What follows belongs to an exercise in optimizing a design on an open flow for small area; a production flow would make more cautious choices.
Function was checked by simulation only, so behaviour that the tests miss may differ from the original.
Power figures rest on the tool's default switching activity, not on a simulated workload.

[flow/design.v]
package phy_mgmt_pkg;
	typedef struct packed {
		logic [4:0]  phy_addr;	 
		logic [4:0]  reg_addr;	 
		logic [15:0] wr_data;	 
		logic        wr;	 
		logic        rd;	 
	} mdio_req_t;
	typedef struct packed {
		logic [15:0] rd_data;	 
		logic        busy;	 
	} mdio_rsp_t;
	localparam int MDIO_PREAMBLE_BITS = 32;	 
	localparam int MDIO_FRAME_BITS    = 64;	 
	localparam logic [1:0] MDIO_OP_WRITE = 2'b01;
	localparam logic [1:0] MDIO_OP_READ  = 2'b10;
	localparam int DEF_NUM_PHYS     = 4;	 
	localparam int DEF_RESET_CYCLES = 65535;	 
	localparam int DEF_MDC_HALF     = 25;	 
	localparam int DEF_ACT_STRETCH  = 16777215;
endpackage
`timescale 1ns/10ps
module phy_reset_seq #(
	parameter int NUM_PHYS     = phy_mgmt_pkg::DEF_NUM_PHYS,
	parameter int RESET_CYCLES = phy_mgmt_pkg::DEF_RESET_CYCLES
) (
	input  logic                clk_125mhz,
	input  logic                arst_n,
	output logic [NUM_PHYS-1:0] phy_rst_n
);
	localparam int CNT_W = $clog2(RESET_CYCLES + 1);
	logic [CNT_W-1:0] cnt_q;	 
	logic             done_q;	 
	always_ff @(posedge clk_125mhz or negedge arst_n) begin
		if (!arst_n) begin
			cnt_q  <= '0;
			done_q <= 1'b0;
		end else if (!done_q) begin
			if (cnt_q == CNT_W'(RESET_CYCLES - 1))
				done_q <= 1'b1;	 
			else
				cnt_q <= cnt_q + 1'b1;
		end
	end
	assign phy_rst_n = {NUM_PHYS{done_q}};
endmodule
`timescale 1ns/10ps
module mdio_master #(
	parameter int MDC_HALF = phy_mgmt_pkg::DEF_MDC_HALF
) (
	input  logic                    clk_125mhz,
	input  logic                    arst_n,
	input  phy_mgmt_pkg::mdio_req_t req,
	output phy_mgmt_pkg::mdio_rsp_t rsp,
	output logic                    mdc,
	output logic                    mdio_o,
	output logic                    mdio_oe,
	input  logic                    mdio_i
);
	localparam int         MDIO_PREAMBLE_BITS = phy_mgmt_pkg::MDIO_PREAMBLE_BITS;
	localparam int         MDIO_FRAME_BITS    = phy_mgmt_pkg::MDIO_FRAME_BITS;
	localparam logic [1:0] MDIO_OP_WRITE      = phy_mgmt_pkg::MDIO_OP_WRITE;
	localparam logic [1:0] MDIO_OP_READ       = phy_mgmt_pkg::MDIO_OP_READ;
	localparam int DATA_BITS = 16;
	localparam int HALVES    = 2 * MDIO_FRAME_BITS;	 
	localparam int HALF_W    = $clog2(HALVES);
	localparam int DIV_W     = $clog2(MDC_HALF + 1);
	localparam int TA2_BIT   = MDIO_FRAME_BITS - DATA_BITS - 1;
	logic                       wr_q;	 
	logic                       rd_q;	 
	logic                       start_wr;
	logic                       start_rd;
	logic                       busy_q;
	logic                       op_rd_q;	 
	logic [DIV_W-1:0]           div_q;	 
	logic [HALF_W-1:0]          half_q;	 
	logic [HALF_W-1:0]          half_nxt;
	logic                       half_end;	 
	logic                       frame_done;
	logic [MDIO_FRAME_BITS-1:0] frame_new;
	logic [MDIO_FRAME_BITS-1:0] frame_q;	 
	logic [DATA_BITS-1:0]       rx_shift_q;
	logic [DATA_BITS-1:0]       rd_data_q;
	always_ff @(posedge clk_125mhz or negedge arst_n) begin
		if (!arst_n) begin
			wr_q <= 1'b0;
			rd_q <= 1'b0;
		end else begin
			wr_q <= req.wr;	 
			rd_q <= req.rd;
		end
	end
	assign start_wr = !busy_q && req.wr && !wr_q;
	assign start_rd = !busy_q && req.rd && !rd_q && !start_wr;	 
	assign frame_new = {
		{MDIO_PREAMBLE_BITS{1'b1}},
		2'b01,	 
		start_wr ? MDIO_OP_WRITE : MDIO_OP_READ,
		req.phy_addr,
		req.reg_addr,
		2'b10,	 
		start_wr ? req.wr_data : {DATA_BITS{1'b1}}	 
	};
	assign half_end   = (div_q == DIV_W'(MDC_HALF - 1));
	assign half_nxt   = half_q + 1'b1;
	assign frame_done = busy_q && half_end && (half_q == HALF_W'(HALVES - 1));
	always_ff @(posedge clk_125mhz or negedge arst_n) begin
		if (!arst_n) begin
			busy_q  <= 1'b0;
			op_rd_q <= 1'b0;
			div_q   <= '0;
			half_q  <= '0;
			mdc     <= 1'b0;
			mdio_oe <= 1'b0;
			frame_q <= '1;	 
		end else if (!busy_q) begin
			if (start_wr || start_rd) begin
				busy_q  <= 1'b1;
				op_rd_q <= start_rd;
				div_q   <= '0;
				half_q  <= '0;
				mdc     <= 1'b0;
				mdio_oe <= 1'b1;	 
				frame_q <= frame_new;	 
			end
		end else if (!half_end) begin
			div_q <= div_q + 1'b1;
		end else begin
			div_q  <= '0;
			half_q <= half_nxt;
			mdc    <= ~mdc;
			if (half_q[0]) begin
				frame_q <= {frame_q[MDIO_FRAME_BITS-2:0], 1'b1};
				if (op_rd_q && half_nxt == HALF_W'(2 * TA2_BIT))
					mdio_oe <= 1'b0;	 
			end
			if (frame_done) begin
				busy_q  <= 1'b0;	 
				mdio_oe <= 1'b0;
			end
		end
	end
	assign mdio_o = frame_q[MDIO_FRAME_BITS-1];
	always_ff @(posedge clk_125mhz or negedge arst_n) begin
		if (!arst_n)
			rx_shift_q <= '0;
		else if (busy_q && half_end && !half_q[0] && op_rd_q)
			rx_shift_q <= {rx_shift_q[DATA_BITS-2:0], mdio_i};
	end
	always_ff @(posedge clk_125mhz or negedge arst_n) begin
		if (!arst_n)
			rd_data_q <= '0;
		else if (frame_done && op_rd_q)
			rd_data_q <= rx_shift_q;
	end
	assign rsp.rd_data = rd_data_q;
	assign rsp.busy    = busy_q;
endmodule
`timescale 1ns/10ps
module port_led_driver #(
	parameter int NUM_PHYS    = phy_mgmt_pkg::DEF_NUM_PHYS,
	parameter int ACT_STRETCH = phy_mgmt_pkg::DEF_ACT_STRETCH
) (
	input  logic                clk_125mhz,
	input  logic                arst_n,
	input  logic [NUM_PHYS-1:0] link_up,
	input  logic [NUM_PHYS-1:0] rx_start,
	output logic [NUM_PHYS-1:0] link_led,
	output logic [NUM_PHYS-1:0] act_led
);
	localparam int CNT_W = $clog2(ACT_STRETCH + 1);
	always_ff @(posedge clk_125mhz or negedge arst_n) begin
		if (!arst_n)
			link_led <= '0;
		else
			link_led <= link_up;	 
	end
	for (genvar i = 0; i < NUM_PHYS; i++) begin : g_act
		logic [CNT_W-1:0] act_cnt_q;	 
		always_ff @(posedge clk_125mhz or negedge arst_n) begin
			if (!arst_n)
				act_cnt_q <= '0;
			else if (rx_start[i])
				act_cnt_q <= CNT_W'(ACT_STRETCH);
			else if (act_cnt_q != '0)
				act_cnt_q <= act_cnt_q - 1'b1;
		end
		assign act_led[i] = (act_cnt_q != '0);
	end
endmodule
`timescale 1ns/10ps
module phy_mgmt_top #(
	parameter int NUM_PHYS     = phy_mgmt_pkg::DEF_NUM_PHYS,
	parameter int RESET_CYCLES = phy_mgmt_pkg::DEF_RESET_CYCLES,
	parameter int MDC_HALF     = phy_mgmt_pkg::DEF_MDC_HALF,
	parameter int ACT_STRETCH  = phy_mgmt_pkg::DEF_ACT_STRETCH
) (
	input  logic                     clk_125mhz,
	input  logic                     arst_n,
	input  logic [5*NUM_PHYS-1:0]    req_phy_addr,
	input  logic [5*NUM_PHYS-1:0]    req_reg_addr,
	input  logic [16*NUM_PHYS-1:0]   req_wr_data,
	input  logic [NUM_PHYS-1:0]      req_wr,	 
	input  logic [NUM_PHYS-1:0]      req_rd,	 
	output logic [16*NUM_PHYS-1:0]   rsp_rd_data,
	output logic [NUM_PHYS-1:0]      rsp_busy,
	output logic [NUM_PHYS-1:0]      mdc,
	output logic [NUM_PHYS-1:0]      mdio_o,
	output logic [NUM_PHYS-1:0]      mdio_oe,
	input  logic [NUM_PHYS-1:0]      mdio_i,
	input  logic [NUM_PHYS-1:0]      link_up,
	input  logic [NUM_PHYS-1:0]      rx_start,	 
	output logic [NUM_PHYS-1:0]      phy_rst_n,
	output logic [NUM_PHYS-1:0]      link_led,
	output logic [NUM_PHYS-1:0]      act_led
);
	phy_reset_seq #(
		.NUM_PHYS     (NUM_PHYS),
		.RESET_CYCLES (RESET_CYCLES)
	) i_phy_reset_seq (
		.clk_125mhz (clk_125mhz),
		.arst_n     (arst_n),
		.phy_rst_n  (phy_rst_n)
	);
	for (genvar i = 0; i < NUM_PHYS; i++) begin : g_mdio
		phy_mgmt_pkg::mdio_req_t req;
		phy_mgmt_pkg::mdio_rsp_t rsp;
		assign req.phy_addr = req_phy_addr[5*i +: 5];
		assign req.reg_addr = req_reg_addr[5*i +: 5];
		assign req.wr_data  = req_wr_data[16*i +: 16];
		assign req.wr       = req_wr[i];
		assign req.rd       = req_rd[i];
		assign rsp_rd_data[16*i +: 16] = rsp.rd_data;
		assign rsp_busy[i]             = rsp.busy;
		mdio_master #(
			.MDC_HALF (MDC_HALF)
		) i_mdio_master (
			.clk_125mhz (clk_125mhz),
			.arst_n     (arst_n),
			.req        (req),
			.rsp        (rsp),
			.mdc        (mdc[i]),
			.mdio_o     (mdio_o[i]),
			.mdio_oe    (mdio_oe[i]),
			.mdio_i     (mdio_i[i])
		);
	end
	port_led_driver #(
		.NUM_PHYS    (NUM_PHYS),
		.ACT_STRETCH (ACT_STRETCH)
	) i_port_led_driver (
		.clk_125mhz (clk_125mhz),
		.arst_n     (arst_n),
		.link_up    (link_up),
		.rx_start   (rx_start),
		.link_led   (link_led),
		.act_led    (act_led)
	);
endmodule
[flow/run.sh]
#!/bin/bash
# synth_recipe.tcl (not shown) runs the flow's synth.tcl, then flattens the netlist and writes it again
# the make line also repeats each setting of config.mk as NAME=value (left out here)
make -C /OpenROAD-flow-scripts/flow DESIGN_CONFIG=/design/flow/config.mk WORK_HOME=/design/flow/orfs CLKGATE_MAP_FILE= SYNTH_SCRIPT=/design/flow/synth_recipe.tcl finish
[flow/config.mk]
export PLATFORM = sky130hd
export DESIGN_NAME = phy_mgmt_top
export DESIGN_NICKNAME = phy_mgmt_top
export VERILOG_FILES = /design/flow/design.v
export SDC_FILE = /design/flow/constraint.sdc
export NUM_CORES = 4
export LEC_CHECK = 0
export CAP_MARGIN = 20
export CORE_MARGIN = 2
export CORE_UTILIZATION = 40
export SLEW_MARGIN = 20
[flow/constraint.sdc]
create_clock -name core_clock -period 8.0 [get_ports {clk_125mhz}]
set_input_delay 1.6000 -clock core_clock [delete_from_list [all_inputs] [get_ports {clk_125mhz}]]
set_output_delay 1.6000 -clock core_clock [all_outputs]
set_load 0.01 [all_outputs]
==> notes.md <==
Synthesis produced a netlist with a net count of roughly 2600. The kind of cell with the highest combined delay along the critical path is simple AND/OR/NAND/NOR gates. In this run the clock root is driven by a clkbuf_16. The final hold violation count is 0. Summed over all instances, the cell type with the most area after synthesis is dfrtp_1. The number of cell instances on the worst register-to-register path came out at 6. The worst reg2reg path startpoint is g_mdio[2].i_mdio_master.busy_q. In this run the worst setup path begins at i_port_led_driver.g_act[1].act_cnt_q[0]. Summed over all cells, the static leakage comes to approximately 0.013 uW. Across the VDD grid, the largest voltage drop is between 0.00015 and 0.0002 V. After synthesis, the largest family of logic cells by area is simple AND/OR/NAND/NOR gates.

The peak clock frequency supported by timing came out at about 0.22 GHz. The remaining routing DRC violations came out at 0. The count of TritonRoute iterations in the first routing pass came out at 5. The most frequently used cell type in the post-synthesis netlist is nand2_1. The worst slack at placement is 3.70 ns. Once the clock tree was built, the setup fixing pass inserted 0 buffers. In this run the remaining antenna-violating nets after routing total 0.

The largest net degree at the start of global routing came out at 177. The setup total negative slack came out at 0 ns. The number of DRC markers after the initial detailed-route iteration came out at 1117. The area share of the largest cell type after synthesis is 31.2%.

STA classifies the critical path endpoint as an output port. The worst setup path endpoint is act_led[1]. The cell area after synthesis came out at 25400 sq um.

The quantity of gates resized following cts came out at 0. The number of placed I/O pins came out at about 220. The total routed wirelength came out at 52100 um. The final estimated routing congestion in global placement came out at 0.788. The number of global-route vias before repair was between 15000 and 20000. The final net count is 2738. The most numerous cell type found on the critical path is inv_1. Max-cap violations in this run came to 0. The actual transition at the worst max-transition pin is 1.04 ns.

The number of vias in the routed layout came out at ~18000. The initial antenna violation count came out at 1. Sorting the synthesized cells by how often they occur yields nand2_1 (364), dfrtp_1 (317), dfstp_2 (256), nor2_1 (195), o21ai_0 (170).

The die boundary height is 256 um. The share of the synthesized area in compound gates (AO/OA/AOI/OAI) came out at under 10%. The worst hold path begins at g_mdio[3].i_mdio_master.frame_q[0]. The min-delay analysis places its worst path in the category flip-flop to flip-flop. The number of standard-cell rows in the floorplan came out at 92. The global-route wire length before repair came out at 89100 um. The post-layout minimum cycle time is 4.60 ns. No sink is reached through more buffers than the 3 on the longest clock path. In this run the worst path has a maximum fanout of 7.

The total half-perimeter wirelength after legalization and detailed placement came out at 33600 um. Setup violations remaining at the end of the flow were counted as 0. The core footprint came out at 63000 sq um. The fraction of the mapped netlist area in adder cells is 1.28%. The number of antenna repair diodes came out at 0.

STA puts the critical path data arrival time at 3.00 ns. The hold buffer count at CTS is 0. The count of final max-slew check failures was 0. The full die area came out at 65600 sq um. The clock insertion delay at the later pin of the skew report is 0.59 ns. The number of storage elements in the synthesis netlist is 573.

The worst setup path is of the flip-flop to output port kind. After synthesis, the cell types taking the most area are dfrtp_1 (31%), dfstp_2 (26%), mux2_2 (5.7%). Setup repair after global routing left no endpoint under its margin.

The minimum setup slack among reg-to-reg paths is 5.02 ns. Among all stages on the critical path, the largest delay is contributed by clkdlybuf4s50_1. The normalized max-slew margin came out at 30.7%. With fillers left out, the area of the finished cells amounts to about 30000 sq um. The count of cell instances traversed by the critical path came out at 7. The ratio of cells with drive above 1 in the final layout is 20.7%.

STA classifies the critical path startpoint as a flip-flop. Summing internal, switching and leakage power gives between 8000 and 9000 uW. The share of the synthesized netlist area taken by xor and xnor gates came out at 2.45%. The cell area reported after detailed placement came out at 28200 sq um.

The total overflow reported by the global router is 0. Measured against the total synthesized area, the mux share comes to roughly 7.6%. Global routing used 16.0% of the available tracks. In this run the number of H-tree levels came out at 3. The number of CTS-inserted buffers is 66. The critical path contains buffers and inverters numbering 3 combined.

The post-synthesis average cell area is 10.5 sq um. The least setup slack across all paths after layout is 3.40 ns. The number of sinks driven by the clock tree is 573. The power density over the cells came out at 288 nW/um^2. The flow ran to the end and the layout has no timing, DRC or antenna violations. Between clock sinks in the finished design, the worst skew comes to 0.0176 ns. The clock-pin transition on the worst setup and hold timing paths came out at 0.06 ns.

The post-synthesis simple-gate area fraction is 18.3%. The floorplan die width is 256 um. The data required time at the worst endpoint is 6.40 ns.

Compared with the post-synthesis result, the final layout area differs by 19.6%. In the synthesized netlist the dominant register cell turns out to be dfrtp_1. Walking the worst path, the cells encountered are inv_1, ha_1, nor4b_2, nand3_1, nor2_1, inv_1, clkdlybuf4s50_1. The number of port buffers came out at 217. For this run, the number of Yosys warnings is 3. The clock tree from TritonCTS is yes.

The initial cell density of the core came out at between 40 and 50%. The post-route clock period utilization came out at 57.5%. Sequential elements use between 50% and 60% of the synthesized area. At the end of the flow the core is filled with cells to 48.3%. The worst register-to-register path ends at g_mdio[2].i_mdio_master.rd_data_q[0]. The synthesized design contains 0 enable-type register cells. The gate count of the mapped netlist is 2421. The peak per-stage delay on the critical path came out at 0.53 ns. The count of cell types in the netlist came out at 73. The average via count per standard cell is slightly above 5. Dividing the detail-routed wire length by the instance count gives 15.0 um. In the synthesized netlist the async set-or-reset flop fraction comes to between 90% and 100%.
## routing by layer
layer	vias to the layer above	track usage, %	wire length [um]
met4	2	4.69	1040
met1	8782	22.4	24700
met3	78	3.26	2390
met5	-	0	13
met2	262	24.9	24000
li1	8773	-	-
## metrics by stage
| step | instances | hold WS (ns) |
|---|---|---|
| after CTS | 3482 | 0.463 |
| after global routing | 3483 | 0.484 |
| after floorplan | 2421 | 0.434 |
| after detailed placement | 3363 | 0.454 |
| final | 3483 | 0.461 |
| after global placement | 3363 | 0.446 |
## how the worst min path moves through the flow
stage / end / slack (ns) / cells past startpoint
finish: g_mdio[3].i_mdio_master.frame_q[0] / 0.46 / 2
global route: g_mdio[1].i_mdio_master.frame_q[59] / 0.48 / 2
CTS: g_mdio[3].i_mdio_master.frame_q[0] / 0.46 / 2
detailed placement: g_mdio[3].i_mdio_master.frame_q[0] / 0.45 / 2
global placement: g_mdio[3].i_mdio_master.frame_q[0] / 0.45 / 2
floorplan: i_phy_reset_seq.cnt_q[5] / 0.43 / 1
## power breakdown
group	switching (uW)	internal, uW
Clock	1180	1840
Sequential	462	3980
Combinational	684	619
## tightest hold or removal path, stage by stage, from the launching register on
cell     delay (ns)
dfstp_2        0.37
inv_1          0.04
a21oi_1        0.05
## flip-flops by register name, indices dropped and copies added, names as in the netlist
name	cells
g_mdio.i_mdio_master.frame_q	256
i_port_led_driver.g_act.act_cnt_q	96
g_mdio.i_mdio_master.rd_data_q	64
g_mdio.i_mdio_master.rx_shift_q	64
g_mdio.i_mdio_master.half_q	28
g_mdio.i_mdio_master.div_q	20
i_phy_reset_seq.cnt_q	16
g_mdio.i_mdio_master.busy_q	4
g_mdio.i_mdio_master.mdc	4
g_mdio.i_mdio_master.mdio_oe	4
g_mdio.i_mdio_master.op_rd_q	4
g_mdio.i_mdio_master.rd_q	4
g_mdio.i_mdio_master.wr_q	4
i_port_led_driver.link_led	4
i_phy_reset_seq.done_q	1
## placed cells by master (no fill, tap or decap), types with 12 or more instances in the layout
cell type        count
nor4_1              35
o31a_1              12
nor2_1             195
nand2b_1            30
mux2_2             129
or3_1               26
nand2_1            363
clkinv_2            12
o31ai_1             15
a21oi_1             92
xnor2_1             23
inv_1               44
nor3_1              37
mux2i_1             49
buf_4               16
and3_1              15
dfstp_2            256
ha_1                26
xor2_1              48
or4_1               18
nand4_1             19
clkbuf_16           69
dfrtp_1            317
o22ai_1             58
clkdlybuf4s50_1    216
clkbuf_1            20
a31oi_1             16
nor2b_1             15
nand3_1            146
o21ai_0            169
## cell type report
class | instances | area (sq um)
Fill cell | 5675 | 32600
Sequential cell | 573 | 14700
Multi-Input combinational cell | 1665 | 10000
Timing Repair Buffer | 236 | 2360
Clock buffer | 99 | 1940
Tap cell | 846 | 1060
Clock inverter | 20 | 236
Inverter | 44 | 165
## kinds of logic after synthesis
group | count (synthesis)
and+or+nand+nor | 976
DFF | 573
AOI/OAI and AO/OA | 414
buffers and inverters | 183
muxes | 178
xor gates and xnor gates | 71
adders and majority gates | 26

-- what the ideal ports hide --
In the flow no input, the clock included, has a driving cell. The finished layout below was timed again as built, in two steps.
Step 1 (the two cells are an assumption about what drives the block):
set clk [get_ports {clk_125mhz}]
set_driving_cell -lib_cell sky130_fd_sc_hd__clkbuf_16 $clk
set_driving_cell -lib_cell sky130_fd_sc_hd__buf_2 [delete_from_list [all_inputs] $clk]
Step 2 also shifts input and output timing later by t, the mid clock arrival at the registers, as if the neighbouring blocks saw the same clock.
a / b / c = no drivers / after step 1 / after step 2; a / b = the first two.
t (ns): 0.629
slack for setup (ns): 3.397 / 3.343 / 3.793
clock arrival spread, ns: 0.023 / 0.023
worst slew at a driven data input, ns: 0.10
After both steps this run still meets setup and hold. The setup slack of this run moves by -0.054 ns with the drivers and by +0.396 ns with both steps.
